Context: an optimization exercise on an open-source flow, tuned for small area, a short achievable clock period and few clock cycles per item. The choices shown serve that exercise and are no tape-out recipe.
Where RTL was checked, it was by simulation tests only, not by an equivalence proof against the original.

==> job 1430 <==
Design iir_df1_biquad_axis, start of the top module:
module iir_df1_biquad_axis
#(
    parameter int unsigned coeff_width  = 16,
    parameter int unsigned inout_width  = 16,
    parameter int unsigned scale_factor = 14,
    parameter int          a1_int_coeff = -31880,
    parameter int          a2_int_coeff = 15531,
    parameter int          bo_int_coeff = 167,
    parameter int          b1_int_coeff = -302,
    parameter int          b2_int_coeff = 167
) (
    input  logic                          clk,
    input  logic                          rst,
    input  logic                          s_axis_tvalid,
    input  logic signed [inout_width-1:0] s_axis_tdata,
    output logic                          m_axis_tready,
    output logic signed [inout_width-1:0] m_axis_tdata,
    output logic                          m_axis_tvalid
);
    logic        v1_q, v2_q, v3_q;        
    logic [15:0] hx1_q, hx2_q;            
    logic [15:0] y1_q;                    
    logic [15:0] yb_q;                    
    logic signed [17:0] r, t_d, t_q;
    logic [31:0]  ga_d, ga_q;
    logic [31:10] gb_d, gb_q;
    logic         gc_d, gc_q;
    logic [29:0]  acc_lo;
    logic [2:0]   top0, top1;
    logic         ok0, ok1, hi_ok, sgn;
    logic [15:0]  y_sat;
    iir_r u_r (.x1(hx1_q), .x2(hx2_q), .s(r));
    assign t_d = 18'(signed'(s_axis_tdata)) + r;
    logic gt1, gt2, gt3, gt4, gt5, gt6, gt7, gt8, gt9, gt10, gt11, gt12;
    logic gt13, gt14, gt15, gt16, gt17, gt18, gt19, gt20, gt21, gt22, gt23, gt24;
    logic gt25, gt26, gt27, gt28, gt29, gt30, gt31, gt32, gt33, gt34, gt35, gt36;
    logic gt37, gt38, gt39, gt40, gt41, gt42, gt43, gt44, gt45, gt46, gt47, gt48;
    logic gt49, gt50, gt51, gt52, gt53, gt54, gt55, gt56, gt57, gt58, gt59, gt60;
    logic gt61, gt62, gt63, gt64, gt65, gt66, gt67, gt68, gt69, gt70, gt71, gt72;
  ...
make LEC_CHECK=0 CAP_MARGIN=20 CORE_MARGIN=2 CORE_UTILIZATION=40 SETUP_SLACK_MARGIN=3.4 SLEW_MARGIN=20 SYNTH_HIERARCHICAL=1 SYNTH_MINIMUM_KEEP_SIZE=0 finish   # period 7.0 ns
run.sh (not shown) runs the stock make flow with config.mk's settings and CLKGATE_MAP_FILE= SYNTH_SCRIPT=/design/flow/synth_recipe.tcl, a recipe that flattens the netlist after the stock synthesis.
==> job 4318: changes against job 1430 <==
- SETUP_SLACK_MARGIN: 3.4 -> 3.0
==> notes.md <==
Half-perimeter wire length of the detailed placement result: job 1430 22090 um; job 4318 22190 um
Flop-to-flop setup slack: job 1430 3.02 ns; job 4318 2.85 ns
Start point of the critical path: job 1430 y1_q[11]; job 4318 y1_q[12]
Least-Margin Pin Slew: job 1430 1.005 ns; job 4318 1.018 ns
Required time of the critical path: job 1430 7.34 ns; job 4318 7.33 ns
Crit path buffers/inverters: job 1430 2; job 4318 3
Worst Path Arrival: job 1430 4.32 ns; job 4318 4.48 ns
Number of ordinary and repair buffers in the finished layout: job 1430 134; job 4318 89
Global-route wire length before repair: job 1430 48460 um; job 4318 48100 um
Endpoint of the worst setup timing path: job 1430 y1_q[12]; job 4318 yb_q[13]
Routed length on met2: job 1430 14520 um; job 4318 14420 um
Largest net degree at the start of global routing: job 1430 54; job 4318 66
Routed met1 length: job 1430 14350 um; job 4318 13670 um
Status: job 1430 finished clean; job 4318 finished clean
Cell count after placement: job 1430 1608; job 4318 1610
Number of global-route vias before repair: job 1430 8860; job 4318 8950
Area of all placed cells without fillers: job 1430 15310 um^2; job 4318 14520 um^2
Slowest cell on the critical path: job 1430 or3_4; job 4318 dfxtp_4
Placed cell area: job 1430 13240 um^2; job 4318 13050 um^2
Post-Route WL: job 1430 30450 um; job 4318 29270 um
Pre-antenna DRT Iters: job 1430 5; job 4318 6
Function was not checked in any run of this note: the RTL went through the layout flow alone.

* * *

==> job 2984 <==
Another version of the RTL of iir_df1_biquad_axis (not shown whole).
==> module iir_df1_biquad_axis, before the edit <==
module iir_df1_biquad_axis
#(
    parameter int unsigned coeff_width  = 16,
    parameter int unsigned inout_width  = 16,
    parameter int unsigned scale_factor = 14,
    parameter int          a1_int_coeff = -31880,
    parameter int          a2_int_coeff = 15531,
    parameter int          bo_int_coeff = 167,
    parameter int          b1_int_coeff = -302,
    parameter int          b2_int_coeff = 167
) (
    input  logic                          clk,
    input  logic                          rst,
    input  logic                          s_axis_tvalid,
    input  logic signed [inout_width-1:0] s_axis_tdata,
    output logic                          m_axis_tready,
    output logic signed [inout_width-1:0] m_axis_tdata,
    output logic                          m_axis_tvalid
);
    logic        v1_q, v2_q, v3_q, v4_q;  
    logic [15:0] hx1_q, hx2_q;            
    logic [15:0] y1_q, y2_q;              
    logic [15:0] yb_q;                    
    logic [17:0] r, t_d, t_q;
    logic [25:0] f_d, f_q;
    logic [31:0] g_d, g_q;
    logic [31:14] acc;
    logic [15:0] y_sat;
    iir_sum_r u_r (.x1(hx1_q), .x2(hx2_q), .s(r));
    iir_sum_t u_t (.x0(s_axis_tdata), .r(r), .s(t_d));
    iir_sum_f u_f (.t(t_q), .x1(hx2_q), .s(f_d));
    iir_sum_g u_g (.f(f_q), .y2(yb_q), .s(g_d));
    iir_sum_loop u_loop (.g(g_q), .y1(y1_q), .s(acc));
    iir_biquad_sat #(.acc_width(32), .inout_width(16), .scale_factor(14)) u_sat (
        .acc (acc),
        .y   (y_sat)
    );
    always_ff @(posedge clk) begin
        t_q <= t_d;
        f_q <= f_d;
        g_q <= g_d;
        if (rst) begin
            v1_q  <= 1'b0;
            v2_q  <= 1'b0;
            v3_q  <= 1'b0;
            v4_q  <= 1'b0;
            hx1_q <= '0;
            hx2_q <= '0;
            y1_q  <= '0;
            y2_q  <= '0;
            yb_q  <= '0;
        end else begin
            v1_q <= s_axis_tvalid;
            v2_q <= v1_q;
            v3_q <= v2_q;
            v4_q <= v3_q;
            if (s_axis_tvalid) begin
                hx1_q <= s_axis_tdata;
                hx2_q <= hx1_q;
            end
            if (v3_q) begin
                y1_q <= y_sat;
                y2_q <= y1_q;
            end
            if (v2_q && v3_q) begin
                yb_q <= y_sat;
            end else if (v2_q || v3_q) begin
                yb_q <= y1_q;
            end else begin
                yb_q <= y2_q;
            end
        end
    end
    assign m_axis_tready = 1'b1;
    assign m_axis_tdata  = y1_q;
    assign m_axis_tvalid = v4_q;
endmodule
Settings: LEC_CHECK=0, CAP_MARGIN=20, CORE_MARGIN=2, CORE_UTILIZATION=40, SLEW_MARGIN=20; clock period 7.0 ns.
==> inputs of job 2863, as changes to job 2984 <==
--- a/flow/config.mk
+++ b/flow/config.mk
@@ -10,2 +10,3 @@
 export CORE_UTILIZATION = 40
+export SETUP_SLACK_MARGIN = 2.8
 export SLEW_MARGIN = 20
==> inputs of job 5187, as changes to job 2984 <==
--- a/flow/design.v
+++ b/flow/design.v
@@ -628,5 +628,5 @@
     logic [15:0] y1_q, y2_q;              
-    logic [15:0] yb_q;                    
     logic [17:0] r, t_d, t_q;
     logic [25:0] f_d, f_q;
+    logic [15:0] y_old;
     logic [31:0] g_d, g_q;
@@ -637,3 +637,4 @@
     iir_sum_f u_f (.t(t_q), .x1(hx2_q), .s(f_d));
-    iir_sum_g u_g (.f(f_q), .y2(yb_q), .s(g_d));
+    assign y_old = v3_q ? y1_q : y2_q;
+    iir_sum_g u_g (.f(f_q), .y2(y_old), .s(g_d));
     iir_sum_loop u_loop (.g(g_q), .y1(y1_q), .s(acc));
@@ -656,3 +657,2 @@
             y2_q  <= '0;
-            yb_q  <= '0;
         end else begin
@@ -670,9 +670,2 @@
             end
-            if (v2_q && v3_q) begin
-                yb_q <= y_sat;
-            end else if (v2_q || v3_q) begin
-                yb_q <= y1_q;
-            end else begin
-                yb_q <= y2_q;
-            end
         end
==> comparison <==
Global-route usage, highest first: job 2863, job 2984, job 5187.
Utilization: job 2863 is higher than job 5187 (3.2 points).
The lowest routed wire length belongs to job 5187, the highest to job 2863.
Maximum frequency: job 5187 < job 2984 < job 2863.
Of job 2863 and job 2984, job 2863 has the higher count of clock-buffer cells in the layout (gap 3).
The highest first-iteration DRC count belongs to job 2863, the lowest to job 5187.
Testbench counts of job 5187, summed over its fixed seeds: cycles 24,032, items 24,000.
The RTL of job 2984 and job 2863 was laid out without a check of its function.

## port drivers added, routing unchanged
The results above use ideal ports. As a check the final layouts listed here were re-extracted and re-timed, cells and wires unchanged.
Step 1 assumes that a clkbuf_16 drives the clock port and a buf_2 every other input.
Step 2 moves the port delays by t, midway between the first and last clock arrival at a register: inputs arrive t later, outputs are due t later. That takes back most of the time a late clock gives input paths.
a / b / c = ideal ports / drivers / drivers and shift; a / b = the first two.
run | t, ns | setup WS [ns] | cell pins on the clock port's net
job 1430 | 0.475 | 3.021 / 3.021 / 3.021 | 1
job 4318 | 0.474 | 2.849 / 2.849 / 2.731 | 1
job 2984 | 0.480 | 1.988 / 1.988 / 1.988 | 1
job 2863 | 0.480 | 2.509 / 2.509 / 2.509 | 1
job 5187 | 0.486 | 1.386 / 1.386 / 1.386 | 1
After both steps setup and hold are still met in every run listed. The setup slack of job 4318, which loses most, moves by 0.000 ns with the drivers and by -0.118 ns with both steps.
